This design comes from an exercise in tuning for small area and a short achievable clock period on the open sky130 flow, not from production work.
Function was checked by simulation only, so behaviour that the tests miss may differ from the original.
No activity file was given, so power comes from the tool's default toggle rates.

==> design.v <==
`timescale 1ns/1ps
module barrel_shift (
    input  logic [32-1:0]    value,
    input  logic [1:0]                 sh_type,
    input  logic [5-1:0] shamt,
    output logic [32-1:0]    shifted
);
    logic [2*32-1:0] rot;
    assign rot = {value, value} >> shamt;
    always_comb begin
        if (shamt == '0) begin
            shifted = value;
        end else begin
            case (sh_type)
                2'b00: shifted = value << shamt;
                2'b01: shifted = value >> shamt;
                2'b10: shifted = $unsigned($signed(value) >>> shamt);
                default: shifted = rot[32-1:0];
            endcase
        end
    end
endmodule
`timescale 1ns/1ps
module decode_stage (
    input  logic                       clk,
    input  logic                       reset,
    input  logic                       instr_valid,
    input  logic [32-1:0]    instr,
    output logic [4-1:0]  rn_addr,
    output logic [4-1:0]  rm_addr,
    input  logic [32-1:0]    rn_val,
    input  logic [32-1:0]    rm_val,
    output logic                       dx_valid,
    output logic [3:0]                 dx_cond,
    output logic [3:0]                 dx_opcode,
    output logic                       dx_set_flags,
    output logic                       dx_writes_reg,
    output logic [4-1:0]  dx_rd,
    output logic [4-1:0]  dx_rn_addr,
    output logic [4-1:0]  dx_rm_addr,
    output logic [32-1:0]    dx_rn_val,
    output logic [32-1:0]    dx_rm_val,
    output logic                       dx_use_imm,
    output logic [32-1:0]    dx_imm,
    output logic [1:0]                 dx_sh_type,
    output logic [5-1:0] dx_shamt
);
    logic                    valid_q;
    logic [32-1:0] instr_q;
    logic [3:0]              opcode;
    logic                    known_op;
    logic                    writes_op;
    logic                    is_cmp;
    always_ff @(posedge clk or posedge reset) begin
        if (reset) begin
            valid_q <= 1'b0;
            instr_q <= '0;
        end else begin
            valid_q <= instr_valid;
            instr_q <= instr;
        end
    end
    assign opcode = instr_q[24:21];
    assign is_cmp = (opcode == 4'b1010);
    always_comb begin
        case (opcode)
            4'b0000, 4'b0001, 4'b0010,
            4'b0100, 4'b1100, 4'b1101: begin
                known_op  = 1'b1;
                writes_op = 1'b1;
            end
            4'b1010: begin
                known_op  = 1'b1;
                writes_op = 1'b0;
            end
            default: begin
                known_op  = 1'b0;
                writes_op = 1'b0;
            end
        endcase
    end
    assign rn_addr = instr_q[19:16];
    assign rm_addr = instr_q[3:0];
    assign dx_valid      = valid_q;
    assign dx_cond       = instr_q[31:28];
    assign dx_opcode     = opcode;
    assign dx_set_flags  = is_cmp | (instr_q[20] & known_op);
    assign dx_writes_reg = writes_op;
    assign dx_rd         = instr_q[15:12];
    assign dx_rn_addr    = rn_addr;
    assign dx_rm_addr    = rm_addr;
    assign dx_rn_val     = rn_val;
    assign dx_rm_val     = rm_val;
    assign dx_use_imm    = instr_q[25];
    assign dx_imm = {{(32-8){1'b0}}, instr_q[8-1:0]};
    assign dx_sh_type    = instr_q[6:5];
    assign dx_shamt      = instr_q[11:7];
endmodule
`timescale 1ns/1ps
module execute_stage (
    input  logic                       clk,
    input  logic                       reset,
    input  logic                       dx_valid,
    input  logic [3:0]                 dx_cond,
    input  logic [3:0]                 dx_opcode,
    input  logic                       dx_set_flags,
    input  logic                       dx_writes_reg,
    input  logic [4-1:0]  dx_rd,
    input  logic [4-1:0]  dx_rn_addr,
    input  logic [4-1:0]  dx_rm_addr,
    input  logic [32-1:0]    dx_rn_val,
    input  logic [32-1:0]    dx_rm_val,
    input  logic                       dx_use_imm,
    input  logic [32-1:0]    dx_imm,
    input  logic [1:0]                 dx_sh_type,
    input  logic [5-1:0] dx_shamt,
    input  logic                       wr_valid,
    input  logic [4-1:0]  wr_addr,
    input  logic [32-1:0]    wr_data,
    output logic                       res_valid,
    output logic [4-1:0]  res_addr,
    output logic [32-1:0]    res_data,
    output logic [3:0]                 flags
);
    logic                       valid_q, set_flags_q, writes_reg_q, use_imm_q;
    logic [3:0]                 cond_q;
    logic [3:0]                 opcode_q;
    logic [4-1:0]  rd_q, rn_addr_q, rm_addr_q;
    logic [32-1:0]    rn_val_q, rm_val_q, imm_q;
    logic [1:0]                 sh_type_q;
    logic [5-1:0] shamt_q;
    logic [32-1:0]    op_a, op_b_reg, op_b_shifted, op_b;
    logic [32:0]      sum, diff;
    logic [32-1:0]    result;
    logic [3:0]                 new_flags;
    logic                       pass;
    always_ff @(posedge clk or posedge reset) begin
        if (reset) begin
            valid_q <= 1'b0;
            set_flags_q <= 1'b0;
            writes_reg_q <= 1'b0;
            use_imm_q <= 1'b0;
            cond_q <= '0;
            opcode_q <= '0;
            rd_q <= '0;
            rn_addr_q <= '0;
            rm_addr_q <= '0;
            rn_val_q <= '0;
            rm_val_q <= '0;
            imm_q <= '0;
            sh_type_q <= '0;
            shamt_q <= '0;
        end else begin
            valid_q <= dx_valid;
            set_flags_q <= dx_set_flags;
            writes_reg_q <= dx_writes_reg;
            use_imm_q <= dx_use_imm;
            cond_q <= dx_cond;
            opcode_q <= dx_opcode;
            rd_q <= dx_rd;
            rn_addr_q <= dx_rn_addr;
            rm_addr_q <= dx_rm_addr;
            rn_val_q <= dx_rn_val;
            rm_val_q <= dx_rm_val;
            imm_q <= dx_imm;
            sh_type_q <= dx_sh_type;
            shamt_q <= dx_shamt;
        end
    end
    assign op_a     = (wr_valid && wr_addr == rn_addr_q) ? wr_data : rn_val_q;
    assign op_b_reg = (wr_valid && wr_addr == rm_addr_q) ? wr_data : rm_val_q;
    barrel_shift barrel_shift_i (
        .value   (op_b_reg),
        .sh_type (sh_type_q),
        .shamt   (shamt_q),
        .shifted (op_b_shifted)
    );
    assign op_b = use_imm_q ? imm_q : op_b_shifted;
    assign sum  = {1'b0, op_a} + {1'b0, op_b};
    assign diff = {1'b0, op_a} + {1'b0, ~op_b} + {{32{1'b0}}, 1'b1};
    always_comb begin
        result = '0;
        new_flags = flags;
        case (opcode_q)
            4'b0000: result = op_a & op_b;
            4'b0001: result = op_a ^ op_b;
            4'b1100: result = op_a | op_b;
            4'b1101: result = op_b;
            4'b0100: result = sum[32-1:0];
            4'b0010, 4'b1010: result = diff[32-1:0];
            default: result = '0;
        endcase
        new_flags[3] = result[32-1];
        new_flags[2] = (result == '0);
        if (opcode_q == 4'b0100) begin
            new_flags[1] = sum[32];
            new_flags[0] = (op_a[32-1] == op_b[32-1]) &&
                           (result[32-1] != op_a[32-1]);
        end else if (opcode_q == 4'b0010 || opcode_q == 4'b1010) begin
            new_flags[1] = diff[32];
            new_flags[0] = (op_a[32-1] != op_b[32-1]) &&
                           (result[32-1] != op_a[32-1]);
        end
    end
    always_comb begin
        case (cond_q)
            4'b0000: pass = flags[2];
            4'b0001: pass = !flags[2];
            4'b0010: pass = flags[1];
            4'b0011: pass = !flags[1];
            4'b0100: pass = flags[3];
            4'b0101: pass = !flags[3];
            4'b0110: pass = flags[0];
            4'b0111: pass = !flags[0];
            4'b1000: pass = flags[1] && !flags[2];
            4'b1001: pass = !flags[1] || flags[2];
            4'b1010: pass = (flags[3] == flags[0]);
            4'b1011: pass = (flags[3] != flags[0]);
            4'b1100: pass = !flags[2] && (flags[3] == flags[0]);
            4'b1101: pass = flags[2] || (flags[3] != flags[0]);
            4'b1110: pass = 1'b1;
            default: pass = 1'b0;
        endcase
    end
    always_ff @(posedge clk or posedge reset) begin
        if (reset) begin
            flags <= '0;
        end else if (valid_q && pass && set_flags_q) begin
            flags <= new_flags;
        end
    end
    assign res_valid = valid_q && pass && writes_reg_q;
    assign res_addr  = rd_q;
    assign res_data  = result;
endmodule
`timescale 1ns/1ps
module result_stage (
    input  logic                       clk,
    input  logic                       reset,
    input  logic                       res_valid,
    input  logic [4-1:0]  res_addr,
    input  logic [32-1:0]    res_data,
    output logic                       wr_valid,
    output logic [4-1:0]  wr_addr,
    output logic [32-1:0]    wr_data
);
    always_ff @(posedge clk or posedge reset) begin
        if (reset) begin
            wr_valid <= 1'b0;
            wr_addr <= '0;
            wr_data <= '0;
        end else begin
            wr_valid <= res_valid;
            wr_addr <= res_addr;
            wr_data <= res_data;
        end
    end
endmodule
`timescale 1ns/1ps
module reg_file (
    input  logic                       clk,
    input  logic                       reset,
    input  logic                       wr_valid,
    input  logic [4-1:0]  wr_addr,
    input  logic [32-1:0]    wr_data,
    input  logic [4-1:0]  rn_addr,
    input  logic [4-1:0]  rm_addr,
    output logic [32-1:0]    rn_val,
    output logic [32-1:0]    rm_val
);
    localparam int NUM_REGS = 1 << 4;
    logic [32-1:0] regs [NUM_REGS];
    always_ff @(posedge clk or posedge reset) begin
        if (reset) begin
            for (int i = 0; i < NUM_REGS; i++) begin
                regs[i] <= '0;
            end
        end else if (wr_valid) begin
            regs[wr_addr] <= wr_data;
        end
    end
    assign rn_val = (wr_valid && wr_addr == rn_addr) ? wr_data : regs[rn_addr];
    assign rm_val = (wr_valid && wr_addr == rm_addr) ? wr_data : regs[rm_addr];
endmodule
`timescale 1ns/1ps
module arm_dp_top (
    input  logic                      clk,
    input  logic                      reset,
    input  logic                      instr_valid,
    input  logic [32-1:0]   instr,
    output logic                      wb_valid,
    output logic [4-1:0] wb_addr,
    output logic [32-1:0]   wb_data,
    output logic [3:0]                flags
);
    logic [4-1:0]  rn_addr, rm_addr;
    logic [32-1:0]    rn_val, rm_val;
    logic                       res_valid;
    logic [4-1:0]  res_addr;
    logic [32-1:0]    res_data;
    logic                       dx_valid;
    logic [3:0]                 dx_cond;
    logic [3:0]                 dx_opcode;
    logic                       dx_set_flags;
    logic                       dx_writes_reg;
    logic [4-1:0]  dx_rd;
    logic [4-1:0]  dx_rn_addr;
    logic [4-1:0]  dx_rm_addr;
    logic [32-1:0]    dx_rn_val;
    logic [32-1:0]    dx_rm_val;
    logic                       dx_use_imm;
    logic [32-1:0]    dx_imm;
    logic [1:0]                 dx_sh_type;
    logic [5-1:0] dx_shamt;
    decode_stage decode_stage_i (
        .clk           (clk),
        .reset         (reset),
        .instr_valid   (instr_valid),
        .instr         (instr),
        .rn_addr       (rn_addr),
        .rm_addr       (rm_addr),
        .rn_val        (rn_val),
        .rm_val        (rm_val),
        .dx_valid      (dx_valid),
        .dx_cond       (dx_cond),
        .dx_opcode     (dx_opcode),
        .dx_set_flags  (dx_set_flags),
        .dx_writes_reg (dx_writes_reg),
        .dx_rd         (dx_rd),
        .dx_rn_addr    (dx_rn_addr),
        .dx_rm_addr    (dx_rm_addr),
        .dx_rn_val     (dx_rn_val),
        .dx_rm_val     (dx_rm_val),
        .dx_use_imm    (dx_use_imm),
        .dx_imm        (dx_imm),
        .dx_sh_type    (dx_sh_type),
        .dx_shamt      (dx_shamt)
    );
    execute_stage execute_stage_i (
        .clk           (clk),
        .reset         (reset),
        .dx_valid      (dx_valid),
        .dx_cond       (dx_cond),
        .dx_opcode     (dx_opcode),
        .dx_set_flags  (dx_set_flags),
        .dx_writes_reg (dx_writes_reg),
        .dx_rd         (dx_rd),
        .dx_rn_addr    (dx_rn_addr),
        .dx_rm_addr    (dx_rm_addr),
        .dx_rn_val     (dx_rn_val),
        .dx_rm_val     (dx_rm_val),
        .dx_use_imm    (dx_use_imm),
        .dx_imm        (dx_imm),
        .dx_sh_type    (dx_sh_type),
        .dx_shamt      (dx_shamt),
        .wr_valid      (wb_valid),
        .wr_addr       (wb_addr),
        .wr_data       (wb_data),
        .res_valid     (res_valid),
        .res_addr      (res_addr),
        .res_data      (res_data),
        .flags         (flags)
    );
    result_stage result_stage_i (
        .clk       (clk),
        .reset     (reset),
        .res_valid (res_valid),
        .res_addr  (res_addr),
        .res_data  (res_data),
        .wr_valid  (wb_valid),
        .wr_addr   (wb_addr),
        .wr_data   (wb_data)
    );
    reg_file reg_file_i (
        .clk      (clk),
        .reset    (reset),
        .wr_valid (wb_valid),
        .wr_addr  (wb_addr),
        .wr_data  (wb_data),
        .rn_addr  (rn_addr),
        .rm_addr  (rm_addr),
        .rn_val   (rn_val),
        .rm_val   (rm_val)
    );
endmodule
==> run.sh <==
#!/bin/bash
# synth_recipe.tcl (not shown) runs the flow's synth.tcl, then flattens the netlist and writes it again
# the make line also repeats each setting of config.mk as NAME=value (left out here)
make -C /OpenROAD-flow-scripts/flow DESIGN_CONFIG=/design/flow/config.mk WORK_HOME=/design/flow/orfs CLKGATE_MAP_FILE= SYNTH_SCRIPT=/design/flow/synth_recipe.tcl finish
==> config.mk <==
export PLATFORM = sky130hd
export DESIGN_NAME = arm_dp_top
export DESIGN_NICKNAME = arm_dp_top
export VERILOG_FILES = /design/flow/design.v
export SDC_FILE = /design/flow/constraint.sdc
export NUM_CORES = 4
export LEC_CHECK = 0
export CAP_MARGIN = 20
export CORE_MARGIN = 2
export CORE_UTILIZATION = 40
export SETUP_SLACK_MARGIN = 0.4
export SLEW_MARGIN = 20
==> constraint.sdc <==
create_clock -name core_clock -period 8.0 [get_ports {clk}]
set_input_delay 1.6000 -clock core_clock [delete_from_list [all_inputs] [get_ports {clk}]]
set_output_delay 1.6000 -clock core_clock [all_outputs]
set_load 0.01 [all_outputs]
==> results by group <==
Critical path
  • CP peak stage delay: 0.64 ns
  • Slowest library cell on the worst path: a221oi_4
  • Startpoint types: register
  • CP delay by family, top: compound AO/OA/AOI/OAI gates
  • Worst path bufs/invs: 7
  • Peak fanout along the critical path: 10
  • CP Class: register to register
  • CP Data Required Time: 8.55 ns
  • Most used cell, CP: buf_4
  • Crit path capture type: register
  • CP arrival: 8.09 ns

Pwr
  • Pwr dens: 194 mW/mm²
  • Reg power frac: 39.0%
  • Worst IR Drop VDD: 166 µV
  • Leakage power: 23.3 nW
  • Power share of the combinational group: 24.7%
  • Psw: 3.49 mW
  • Clock group share of total power: 36.2%
  • Sw Share: 33.9%
  • Internal: 6.82 mW

Timing
  • Number of setup violations in the final report: 0
  • RSZ-0062 raised after global routing: false
  • Worst Clk Skew: 0.0460 ns
  • Minimum clock period: 7.54 ns
  • Fin Setup TNS: 0 ns
  • Fin crit share: 94.3%
  • Pin slew with the least headroom to its limit: 1.04 ns
  • Final Max Tran Viols: 0
  • Worst rel slew slack: 28.5%
  • Setup WS post-layout: 0.460 ns
  • Maximum clock frequency: 133 MHz
  • Final Hold Fails: 0

Route
  • DR WL/cell: 35.6 µm
  • DRT Pass-1 Iters: 8
  • DRT antenna net count: 0
  • DRT Wirelength: 227000 µm
  • Vias: 44153
  • Drt first-iter violations: 6683
  • Detailed-route DRC error count: 0
  • Routed vias/inst: 6.94

GRT
  • Met2 usage: 59.0%
  • First-pass GRT wire length: 319000 µm
  • GR Util met1: 49.4%
  • Global-route met3 utilization: 11.4%
  • Gr usage total: 39.7%
  • Largest net degree at the start of global routing: 134
  • Vias in the first global route: 42605
  • GRT overflow: 0
  • Grt peak-use layer: met2
  • Antenna violations before repair: 8

Floorplanning
  • Core Region: 0.108 mm²
  • Die Y: 334 µm
  • Die area: 0.112 mm²
  • I/O Pins: 76
  • Standard-cell rows: 121
  • Chip width: 334 µm
  • Initial Utilization: 40.2%

Clock network
  • CTS Root Cell: clkbuf_16
  • Clk slew on worst S/H paths: 0.06 ns
  • H-Tree Depth: 3
  • CTS buffer count: 76
  • Hold buffer count at CTS: 0
  • Worst skew pair latency: 0.69 ns
  • Clock sink count: 680
  • CTS tree: done
  • Deepest clock path buffer count: 3

Min path
  • Hold/Removal Path Class: register to register

Yosys
  • Yosys warnings: 6
  • Unique masters post-synth: 101
  • Synth Cell Area: 0.0436 mm²
  • Sequential fraction of the synthesis area: 39.0%
  • Ys async rst share: 100%
  • Number of synthesized register bits: 680
  • Syn nets: 4680
  • Synthesized area per cell: 9.59 µm²
  • Synth Flop Type: dfrtp_1
  • Number of synthesized flops with an enable pin: 0
  • Number of cells produced by synthesis: 4547

Cells and area
  • Design area: 0.0531 mm²
  • Area grow syn2layout: 21.9%
  • Core Util, Final: 49.0%
  • Footprint of the multi-input gates: 0.0256 mm²
  • Layout cells sized above 1: 31.0%
  • Filler instances: 10169
  • Final nets: 5018
  • FF+latch area: 0.0170 mm²

Place
  • PortBufs: 73
  • Pre-CTS setup slack: -0.284 ns
  • GPL Wtd Cong: 1.11
  • Placed Area: 0.0493 mm²
  • HPWL after DPL: 148000 µm

Run status
  • Status: complete, no violations

Job
  • MaxCap Viol Count: 0
## cells in the mapped netlist (18+ instances only)
cell type / number / area [µm²]
inv_1: 117 / 439
a211oi_1: 45 / 338
buf_1: 37 / 139
o21ai_0: 206 / 1030
a21oi_1: 241 / 1210
nor2_1: 237 / 890
a221oi_1: 74 / 648
nor3_1: 112 / 561
o211ai_1: 33 / 248
o221ai_1: 34 / 298
o22ai_1: 88 / 551
o21bai_1: 18 / 135
nand2b_1: 42 / 263
nand3_1: 112 / 561
o31ai_1: 31 / 233
nor4_1: 37 / 231
nor2b_1: 29 / 181
buf_2: 27 / 135
nand2_1: 316 / 1190
a21o_1: 19 / 143
mux2_2: 540 / 6080
ha_1: 96 / 1200
mux2i_1: 66 / 661
xnor2_1: 23 / 201
clkbuf_1: 340 / 1280
a22oi_1: 400 / 3000
a31oi_1: 28 / 175
nand4_1: 110 / 688
o32ai_1: 37 / 324
dfrtp_1: 680 / 17000
a22o_1: 40 / 350
## through the flow
step	power, mW	hold slack, ns	instances
floorplan	5.17	0.331	4547
global placement	6.40	0.332	6187
detailed placement	6.41	0.335	6187
CTS	10.1	0.348	6330
global route	10.6	0.355	6357
finish	10.3	0.348	6361
## area by class of cell
class	instances	area share, %
well taps	1414	3.33
clock inverters	30	0.735
repair buffers	677	10.6
diodes	4	0.0188
clock buffers	106	4.21
flip-flops and latches	680	32.1
multi-input cells	3326	48.1
inverters	124	0.890
## metal layers
metal / up-vias / share of wire [%]
met5: - / 0.015
met4: 4 / 8.9
met3: 948 / 11
met2: 3288 / 42
met1: 21828 / 37
li1: 18085 / -
## power by group through the flow
stage / logic, mW / clock network, mW / registers, mW
floorplan: 1.23 / 0 / 3.95
global placement: 2.35 / 0 / 4.05
detailed placement: 2.35 / 0 / 4.06
CTS: 2.38 / 3.76 / 4.00
global route: 2.64 / 3.92 / 4.04
finish: 2.55 / 3.74 / 4.02
## final timing paths
path / start / endpoint / slack, ns / depth (start not counted)
worst max-delay path: result_stage_i.wr_addr[2] / execute_stage_i.flags[2] / 0.46 / 29
worst min-delay path: decode_stage_i.instr_q[10] / execute_stage_i.shamt_q[3] / 0.35 / 0
worst max register to register: result_stage_i.wr_addr[2] / execute_stage_i.flags[2] / 0.46 / 29
worst min register to register: decode_stage_i.instr_q[10] / execute_stage_i.shamt_q[3] / 0.35 / 0
max in group asynchronous: reset / reg_file_i.regs[1][22] / 4.90 / 5
min in group asynchronous: reset / reg_file_i.regs[15][3] / 1.31 / 2
## cell usage in the layout (no fill, tap or decap), types with 31 or more instances in the layout
master           netlist  layout
dfrtp_1              680     668
buf_4                  4     574
mux2_2               540     540
a22oi_1              400     396
nand2_1              316     314
a21oi_1              241     222
o21ai_0              206     197
nor2_1               237     197
inv_1                117     114
nand4_1              110     110
nand3_1              112     109
ha_1                  96      94
nor3_1               112      93
o22ai_1               88      88
clkbuf_16              0      82
clkdlybuf4s50_1        0      73
a221oi_1              74      71
mux2i_1               66      66
a211oi_1              45      40
a22o_1                40      40
nand2b_1              42      39
o211ai_1              33      33
o221ai_1              34      31
## logic make-up (layout without fill, tap and decap cells)
group | Yosys count | count (layout) | share of synthesized area [%]
AND/OR/NAND/NOR | 1091 | 1092 | 12.0
multiplexers | 621 | 621 | 16.2
flip-flops | 680 | 680 | 39.0
buffers and inverters | 542 | 937 | 4.95
AO/OA/AOI/OAI | 1481 | 1481 | 24.2
adder cells (fa/ha/maj) | 98 | 98 | 2.85
XOR/XNOR | 34 | 34 | 0.726
other | 0 | 4 | 0
## flip-flops by register name, indices dropped and copies added (netlist names), 3 cells and up
name                       flops
decode_stage_i.instr_q        30
execute_stage_i.imm_q          3
execute_stage_i.opcode_q       4
execute_stage_i.rn_val_q      32
result_stage_i.wr_data        32
result_stage_i.wr_addr         4
execute_stage_i.cond_q         4
reg_file_i.regs              512
execute_stage_i.rm_val_q      32
execute_stage_i.rd_q           4
execute_stage_i.rn_addr_q      4
execute_stage_i.shamt_q        5
execute_stage_i.flags          4
execute_stage_i.rm_addr_q      3
## repair_timing
action	in CTS	in global routing
pin swaps	8	45
hold endpoints to repair	0	0
buffers inserted	7	22
gates cloned	0	4
gates resized for setup	42	119
setup endpoints to repair	3	1

[port drivers added, routing unchanged]
Ports are ideal in the flow. The routed layout listed here was re-timed in OpenROAD. Step 1: set_driving_cell puts a clkbuf_16 on clk and a buf_2 on each other input, an assumption about the parent block. Step 2 adds t to the input delays and takes it off the output delays; t is the mean of the earliest and latest rising clock arrival at the registers after step 1. Input paths then give back, and output paths get back, about the clock's delay inside the block. a / b / c = no drivers / after step 1 / after step 2; a / b = the first two.
shift t [ns]: 0.734
setup slack, ns: 0.460 / 0.460 / 0.460
hold slack, ns: 0.348 / 0.348 / 0.348
worst register clock-pin slew, ns: 0.07 / 0.07
worst data-port slew with drivers (ns): 0.05
After both steps setup and hold are still met in this run. For this run, drivers alone change the setup slack by 0.000 ns; drivers and shift together by 0.000 ns.
